Background: an optimization exercise with open tools, aiming at small area, a short achievable clock period and few clock cycles per item. Do not read the settings as production practice. In this exercise RTL edits were held to simulation tests only and were not proved equivalent to the original. No activity file was given, so power comes from the tool's default toggle rates.

==> flow/design.v <==
package pal_pkg;
    localparam int DEPTH  = 64;
    localparam int CMD_W  = 2;
    localparam int POS_W  = 7;
    localparam int VAL_W  = 32;
    localparam int CAP_W  = 7;
    localparam int STAT_W = 2;
    localparam int FPOS_W = 6;
    localparam int CNT_W  = 7;
    localparam int SCAN_WIN   = 8;
    localparam int SCAN_WIN_W = 3;
    localparam int BASE_W     = 8;
    localparam logic [CAP_W-1:0] CAP_RESET = 7'd64;
    localparam logic [CMD_W-1:0] CMD_INSERT = 2'd0;
    localparam logic [CMD_W-1:0] CMD_REMOVE = 2'd1;
    localparam logic [CMD_W-1:0] CMD_UPDATE = 2'd2;
    localparam logic [CMD_W-1:0] CMD_FIND   = 2'd3;
    localparam logic [STAT_W-1:0] STAT_OK        = 2'd0;
    localparam logic [STAT_W-1:0] STAT_BAD_POS   = 2'd1;
    localparam logic [STAT_W-1:0] STAT_FULL      = 2'd2;
    localparam logic [STAT_W-1:0] STAT_NOT_FOUND = 2'd3;
    localparam logic [1:0] CELL_HOLD   = 2'd0;
    localparam logic [1:0] CELL_INSERT = 2'd1;
    localparam logic [1:0] CELL_REMOVE = 2'd2;
    localparam logic [1:0] CELL_UPDATE = 2'd3;
    typedef struct packed {
        logic [1:0]       op;
        logic [POS_W-1:0] pos;
        logic [CNT_W-1:0] count;
        logic             match_load;
        logic             match_shift;
    } t_cell_ctl;
    typedef struct packed {
        logic              done;
        logic              hit;
        logic [FPOS_W-1:0] pos;
    } t_find_res;
endpackage
import pal_pkg::*;
module pal_cell #(
    parameter int IDX        = 0,
    parameter int ELEM_WIDTH = 32
) (
    input  logic                  i_clk,
    input  logic                  i_rst_n,
    input  pal_pkg::t_cell_ctl          i_ctl,
    input  logic [ELEM_WIDTH-1:0] i_val,
    input  logic [ELEM_WIDTH-1:0] i_prev,
    input  logic [ELEM_WIDTH-1:0] i_next,
    input  logic                  i_match_hi,
    output logic [ELEM_WIDTH-1:0] o_data,
    output logic                  o_match
);
    logic [ELEM_WIDTH-1:0] r_data;
    logic                  r_match;
    logic                  w_above;
    logic                  w_at;
    logic                  w_live;
    assign w_above = 32'(IDX) > 32'(i_ctl.pos);
    assign w_at    = 32'(IDX) == 32'(i_ctl.pos);
    assign w_live  = 32'(IDX) < 32'(i_ctl.count);
    always_ff @(posedge i_clk) begin
        unique case (i_ctl.op)
            CELL_INSERT: begin
                if (w_above) begin
                    r_data <= i_prev;
                end else if (w_at) begin
                    r_data <= i_val;
                end
            end
            CELL_REMOVE: begin
                if (w_above || w_at) begin
                    r_data <= i_next;
                end
            end
            CELL_UPDATE: begin
                if (w_at) begin
                    r_data <= i_val;
                end
            end
            CELL_HOLD: begin
                r_data <= r_data;
            end
        endcase
    end
    always_ff @(posedge i_clk) begin
        if (!i_rst_n) begin
            r_match <= 1'b0;
        end else if (i_ctl.match_load) begin
            r_match <= w_live && (r_data == i_val);
        end else if (i_ctl.match_shift) begin
            r_match <= i_match_hi;
        end
    end
    assign o_data  = r_data;
    assign o_match = r_match;
endmodule
import pal_pkg::*;
module pal_find (
    input  logic                i_clk,
    input  logic                i_rst_n,
    input  logic                i_start,
    input  logic                i_run,
    input  logic [SCAN_WIN-1:0] i_win,
    input  logic [CNT_W-1:0]    i_count,
    output pal_pkg::t_find_res  o_res
);
    logic [BASE_W-1:0]     r_base;
    logic [SCAN_WIN_W-1:0] w_enc;
    logic                  w_hit;
    logic                  w_last;
    logic [BASE_W:0]       w_next_base;
    always_comb begin
        w_enc = '0;
        for (int k = SCAN_WIN - 1; k >= 0; k--) begin
            if (i_win[k]) begin
                w_enc = SCAN_WIN_W'(k);
            end
        end
    end
    assign w_hit       = |i_win;
    assign w_next_base = {1'b0, r_base} + (BASE_W + 1)'(SCAN_WIN);
    assign w_last      = w_next_base >= (BASE_W + 1)'(i_count);
    assign o_res.done = w_hit || w_last;
    assign o_res.hit  = w_hit;
    assign o_res.pos  = w_hit ? FPOS_W'(r_base + BASE_W'(w_enc)) : '0;
    always_ff @(posedge i_clk) begin
        if (!i_rst_n) begin
            r_base <= '0;
        end else if (i_start) begin
            r_base <= '0;
        end else if (i_run && !o_res.done) begin
            r_base <= w_next_base[BASE_W-1:0];
        end
    end
endmodule
import pal_pkg::*;
module positional_array_list_core #(
    parameter int ELEM_WIDTH = 32
) (
    input  logic              i_clk,
    input  logic              i_rst_n,
    input  logic              i_cmd_valid,
    output logic              o_cmd_ready,
    input  logic [CMD_W-1:0]  i_cmd_command,
    input  logic [POS_W-1:0]  i_cmd_position,
    input  logic [VAL_W-1:0]  i_cmd_value,
    input  logic              i_cfg_valid,
    output logic              o_cfg_ready,
    input  logic [CAP_W-1:0]  i_cfg_capacity,
    output logic              o_res_valid,
    input  logic              i_res_ready,
    output logic [STAT_W-1:0] o_res_status,
    output logic [FPOS_W-1:0] o_res_found_position,
    output logic [CNT_W-1:0]  o_res_entry_count
);
    localparam logic S_IDLE = 1'b0;
    localparam logic S_SCAN = 1'b1;
    logic              r_state;
    logic              n_state;
    logic [CNT_W-1:0]  r_count;
    logic [CNT_W-1:0]  n_count;
    logic [CAP_W-1:0]  r_capacity;
    logic              r_out_valid;
    logic [STAT_W-1:0] r_status;
    logic [STAT_W-1:0] n_status;
    logic [FPOS_W-1:0] r_fpos;
    logic [FPOS_W-1:0] n_fpos;
    logic              n_out_load;
    logic                  w_out_free;
    logic                  w_cmd_acc;
    logic                  w_ins_ok;
    logic                  w_in_range;
    logic                  w_full;
    logic [ELEM_WIDTH-1:0] w_key;
    pal_pkg::t_cell_ctl    w_ctl;
    pal_pkg::t_find_res    w_find;
    logic [ELEM_WIDTH-1:0] w_data [DEPTH];
    logic [DEPTH+SCAN_WIN-1:0] w_match_ext;
    assign w_out_free  = !r_out_valid || i_res_ready;
    assign o_cmd_ready = i_rst_n && (r_state == S_IDLE) && w_out_free;
    assign w_cmd_acc   = i_cmd_valid && o_cmd_ready;
    assign o_cfg_ready = i_rst_n;
    assign w_key = ELEM_WIDTH'({{ELEM_WIDTH{1'b0}}, i_cmd_value});
    assign w_in_range = i_cmd_position < r_count;
    assign w_full     = (r_count >= r_capacity) || (32'(r_count) >= 32'(DEPTH));
    assign w_ins_ok   = (i_cmd_position <= r_count) && !w_full;
    always_comb begin
        n_state    = r_state;
        n_count    = r_count;
        n_status   = STAT_OK;
        n_fpos     = '0;
        n_out_load = 1'b0;
        w_ctl.op          = CELL_HOLD;
        w_ctl.pos         = i_cmd_position;
        w_ctl.count       = r_count;
        w_ctl.match_load  = 1'b0;
        w_ctl.match_shift = 1'b0;
        if (r_state == S_SCAN) begin
            if (w_find.done) begin
                if (w_out_free) begin
                    n_out_load = 1'b1;
                    n_status   = w_find.hit ? STAT_OK : STAT_NOT_FOUND;
                    n_fpos     = w_find.pos;
                    n_state    = S_IDLE;
                end
            end else begin
                w_ctl.match_shift = 1'b1;
            end
        end else if (w_cmd_acc) begin
            unique case (i_cmd_command)
                CMD_INSERT: begin
                    n_out_load = 1'b1;
                    if (i_cmd_position > r_count) begin
                        n_status = STAT_BAD_POS;
                    end else if (w_full) begin
                        n_status = STAT_FULL;
                    end else begin
                        w_ctl.op = CELL_INSERT;
                        n_count  = CNT_W'(r_count + 7'd1);
                    end
                end
                CMD_REMOVE: begin
                    n_out_load = 1'b1;
                    if (!w_in_range) begin
                        n_status = STAT_BAD_POS;
                    end else begin
                        w_ctl.op = CELL_REMOVE;
                        n_count  = CNT_W'(r_count - 7'd1);
                    end
                end
                CMD_UPDATE: begin
                    n_out_load = 1'b1;
                    if (!w_in_range) begin
                        n_status = STAT_BAD_POS;
                    end else begin
                        w_ctl.op = CELL_UPDATE;
                    end
                end
                CMD_FIND: begin
                    w_ctl.match_load = 1'b1;
                    n_state          = S_SCAN;
                end
            endcase
        end
    end
    always_ff @(posedge i_clk) begin
        if (!i_rst_n) begin
            r_state     <= S_IDLE;
            r_count     <= '0;
            r_capacity  <= CAP_RESET;
            r_out_valid <= 1'b0;
        end else begin
            r_state <= n_state;
            r_count <= n_count;
            if (i_cfg_valid) begin
                r_capacity <= i_cfg_capacity;
            end
            if (n_out_load) begin
                r_out_valid <= 1'b1;
            end else if (i_res_ready) begin
                r_out_valid <= 1'b0;
            end
        end
    end
    always_ff @(posedge i_clk) begin
        if (n_out_load) begin
            r_status <= n_status;
            r_fpos   <= n_fpos;
        end
    end
    assign o_res_valid          = r_out_valid;
    assign o_res_status         = r_status;
    assign o_res_found_position = r_fpos;
    assign o_res_entry_count    = r_count;
    assign w_match_ext[DEPTH+SCAN_WIN-1:DEPTH] = '0;
    for (genvar g = 0; g < DEPTH; g++) begin : g_cell
        logic [ELEM_WIDTH-1:0] w_prev;
        logic [ELEM_WIDTH-1:0] w_next;
        if (g == 0) begin : g_first
            assign w_prev = '0;
        end else begin : g_mid_lo
            assign w_prev = w_data[g-1];
        end
        if (g == DEPTH - 1) begin : g_last
            assign w_next = w_data[g];
        end else begin : g_mid_hi
            assign w_next = w_data[g+1];
        end
        pal_cell #(
            .IDX        (g),
            .ELEM_WIDTH (ELEM_WIDTH)
        ) u_cell (
            .i_clk      (i_clk),
            .i_rst_n    (i_rst_n),
            .i_ctl      (w_ctl),
            .i_val      (w_key),
            .i_prev     (w_prev),
            .i_next     (w_next),
            .i_match_hi (w_match_ext[g+SCAN_WIN]),
            .o_data     (w_data[g]),
            .o_match    (w_match_ext[g])
        );
    end
    pal_find u_find (
        .i_clk   (i_clk),
        .i_rst_n (i_rst_n),
        .i_start (w_ctl.match_load),
        .i_run   (r_state == S_SCAN),
        .i_win   (w_match_ext[SCAN_WIN-1:0]),
        .i_count (r_count),
        .o_res   (w_find)
    );
endmodule
==> flow/run.sh <==
#!/bin/bash
# synth_recipe.tcl (not shown) runs the flow's synth.tcl, then flattens the netlist and writes it again
# the make line also repeats each setting of config.mk as NAME=value (left out here)
make -C /OpenROAD-flow-scripts/flow DESIGN_CONFIG=/design/flow/config.mk WORK_HOME=/design/flow/orfs CLKGATE_MAP_FILE= SYNTH_SCRIPT=/design/flow/synth_recipe.tcl finish
==> flow/config.mk <==
export PLATFORM = sky130hd
export DESIGN_NAME = positional_array_list_core
export DESIGN_NICKNAME = positional_array_list_core
export VERILOG_FILES = /design/flow/design.v
export SDC_FILE = /design/flow/constraint.sdc
export NUM_CORES = 4
export LEC_CHECK = 0
export CAP_MARGIN = 20
export CORE_MARGIN = 2
export CORE_UTILIZATION = 30
export PLACE_DENSITY = 0.42
export SLEW_MARGIN = 20
==> flow/constraint.sdc <==
create_clock -name core_clock -period 5.0 [get_ports {i_clk}]
set_input_delay 1.0000 -clock core_clock [delete_from_list [all_inputs] [get_ports {i_clk}]]
set_output_delay 1.0000 -clock core_clock [all_outputs]
set_load 0.01 [all_outputs]
==> reports/metrics.cfg <==
[status]
status = no timing/DRC/antenna violations

[timing]
setup_viol = 0
finClkSkew_ns = 0.0515
slew_viol_final = 0
period_needed_ns = 3.90
worst_pin_slew_ns = 1.14
setup_slack_ns = 1.10
hold_violations = 0
max_slew_margin = 0.234
setup_tns_ns = 0
max_freq_mhz = 257
rsz0062_at_grt = false
fin_crit_sh = 0.780

[global_routing]
grt_pass1_wl_um = 1050000
antenna_found_initial = 26
overflow = 0
gr-usage-all-layers = 0.270
grt_max_degree = 227
grt_pass1_vias = 130000

[yosys]
syn_avg_cell_area_um2 = 9.50
synth_cells = 16500
netlist_area_um2 = 156000
netlist.area_leader.share = 0.395
synth_seq_cells = 2141
synth_edf_count = 2056
yosys.area.top_type = edfxtp_1
yosysUniqueCellTypes = 78
synth_area_leaders = edfxtp_1 (39%), mux2i_1 (12%), xnor2_1 (7.5%), o21ai_0 (6.2%), a22oi_1 (4.6%)
yosysSeqAreaShare = 0.406
synth_nets = 16500
ys.flop_type = edfxtp_1
async_flop_share = 0
yosysWarnings = 67

[finish]
fin_nets = 16000
fin_cells = 23100
area_delta_synth_final_pct = 13.5
final_common_cell = edfxtp_1
drive_gt1_frac = 0.0919
most-common-layout-cells = edfxtp_1 (2056), mux2i_1 (1910), o21ai_0 (1874), xnor2_1 (1331), nor2_1 (1086)
n_fill_cell = 53500
stdcell_area_um2 = 177000
fin_util = 0.341

[floorplanning]
start_util = 0.301
rows = 265
die_h_um = 726
dieArea_um2 = 527000
io_pins = 71
die_x_um = 726
core_area_um2 = 520000

[placement]
io_buffer_count = 70
dpl.hpwl_um = 524000
postPlaceCellArea_um2 = 169000
dpl_worst_slack_ns = 0.335
place_inst = 22600
gp_congestion = 0.926

[route]
vias_per_cell = 5.98
ant_nets = 0
drtIter0Drc = 16500
wl_per_cell_um = 32.2
detail_route.first_pass.iterations = 6
wl_um = 743000
drc = 0
vias = 138000

[cts]
cts_root_buf = clkbuf_16
clock_path_buffers = 4
hold_buffers = 0
clkTransAtPathRegs_ns = 0.06
cts_buffers = 285
post-cts-setup-buffers = 0
cts_resized = 0
worstSkewPairLatency_ns = 0.99
cts_max_level = 5
cts_tree = yes
clock_sinks = 2141

[worst_setup_path]
cp_max_fo = 47
worstPathArrival_ns = 4.57
timing_worst_setup_path_type = flop to flop
worst_ep_required_time_ns = 5.67
crit_path_end_kind = flop
cp-start-kind = flop

[power_and_ir_drop]
p_per_area_nw_per_um2 = 269
p_leak_nw = 63.3
ir_worst_vdd_uv = 250

[run]
maxCapViolCount = 0

[min_path]
hold_path.class = flop to flop

-- per-stage QoR --
stage / hold slack [ns] / total power, mW
after floorplan: 0.425 / 24.8
after global placement: 0.448 / 27.6
after detailed placement: 0.443 / 27.7
after CTS: 0.461 / 47.9
after global routing: 0.477 / 49.0
final: 0.460 / 47.7
-- power breakdown --
part           internal [mW]  leakage [nW]  switching [mW]  total (mW)
sequential              20.1          19.3           0.564        20.7
combinational           2.25          39.9            4.46        6.72
clock                   11.1          4.14            9.10        20.2
-- cell families (layout without fill, tap and decap cells) --
logic type | count (synthesis) | in the layout | synth area share
flops | 2141 | 2141 | 0.406
other cells | 0 | 7 | 0
fa+ha+maj | 28 | 28 | 0.00224
compound gates | 5339 | 5339 | 0.213
simple gates | 3132 | 3132 | 0.0899
buf+inv | 1843 | 1496 | 0.0503
xor+xnor | 2038 | 2038 | 0.114
mux | 1938 | 1938 | 0.124
-- registers in the layout, summed over array words and instances (netlist names) --
| name | flops |
|---|---|
| g_cell.u_cell.r_data | 2048 |
| g_cell.u_cell.r_match | 64 |
| r_capacity | 7 |
| r_count | 7 |
| r_fpos | 6 |
| r_out_valid | 1 |
| r_state | 1 |
| r_status | 2 |
| u_find.r_base | 5 |
-- per-layer routing --
| layer | share of wire | vias to the layer above | routed length [µm] | GRT usage |
|---|---|---|---|---|
| met3 | 0.073 | 848 | 54500 | 0.0396 |
| met2 | 0.44 | 5862 | 330000 | 0.416 |
| met5 | 0.00015 | - | 108 | 0 |
| met1 | 0.45 | 70700 | 337000 | 0.392 |
| met4 | 0.030 | 16 | 22000 | 0.0708 |
| li1 | - | 60400 | - | - |
-- worst max-delay path, stage by stage, from the launching register on --
cell and delay [ns]:
dfxtp_2 0.61, inv_1 0.30, ha_1 0.36, nand4_1 0.16, a21o_1 0.18, nand3_4 0.26
nor2_4 0.29, buf_12 0.33, or2_2 0.72, o21ai_0 0.23
-- cells in the mapped netlist (65+ instances only) --
cell type and instances:
a211oi_1 483, a21o_1 277, a21oi_1 803, a22oi_1 960
a311o_1 93, buf_1 176, buf_2 436, buf_4 93
clkbuf_1 1025, dfxtp_1 85, edfxtp_1 2056, inv_1 102
mux2i_1 1910, nand2_1 1085, nand3_1 65, nand4_1 366
nor2_1 1115, nor3_1 108, nor4_1 237, o211ai_1 409
o21ai_0 1945, o21ai_1 98, o221ai_1 66, xnor2_1 1331
xor2_1 707
-- layout make-up --
type	count	area [µm²]	area share
Clock inverter	98	689	0.00388
Antenna cell	7	17.5	0.0000987
Multi-Input combinational cell	12500	86100	0.485
Tap cell	6942	8690	0.0489
Inverter	105	405	0.00228
Timing Repair Buffer	893	10300	0.0581
Clock buffer	400	7850	0.0442
Sequential cell	2141	63400	0.357
-- worst paths after layout --
| check | startpoint | depth (start not counted) | endpoint | slack (ns) |
|---|---|---|---|---|
| setup / recovery | r_count[3]$_SDFFE_PN0P_ | 9 | g_cell[2].u_cell.r_data[16]$_DFFE_PP_ | 1.10 |
| hold / removal | u_find.r_base[7]$_SDFFE_PP0P_ | 2 | u_find.r_base[7]$_SDFFE_PP0P_ | 0.46 |
| setup reg to reg | r_count[3]$_SDFFE_PN0P_ | 9 | g_cell[2].u_cell.r_data[16]$_DFFE_PP_ | 1.10 |
| hold reg to reg | u_find.r_base[7]$_SDFFE_PP0P_ | 2 | u_find.r_base[7]$_SDFFE_PP0P_ | 0.46 |
Testbench counts, summed over its fixed seeds: cycles 9,452, items 5,120.

[what the ideal ports hide]
In the flow no input, the clock included, has a driving cell. The finished layout below was timed again as built, in two steps. Step 1 sets driving cells, clkbuf_16 on the clock port and buf_2 on the other inputs (assumed; they add their load-dependent delay and slew). Step 2 adds t to the input delays and takes it off the output delays; t is the mean of the earliest and latest rising clock arrival at the registers after step 1. Input paths then give back, and output paths get back, about the clock's delay inside the block. Three values: ideal ports, drivers, drivers and shift; two values: the first two.
t, ns: 1.086
setup slack, ns: 1.102 / 1.102 / 0.213
clock arrival spread, ns: 0.055 / 0.056
slew at the worst register clock pin (ns): 0.07 / 0.07
pins driven straight from the clock port: 1
After both steps setup and hold are still met in this run. For this run, drivers alone change the setup slack by 0.000 ns; drivers and shift together by -0.889 ns.
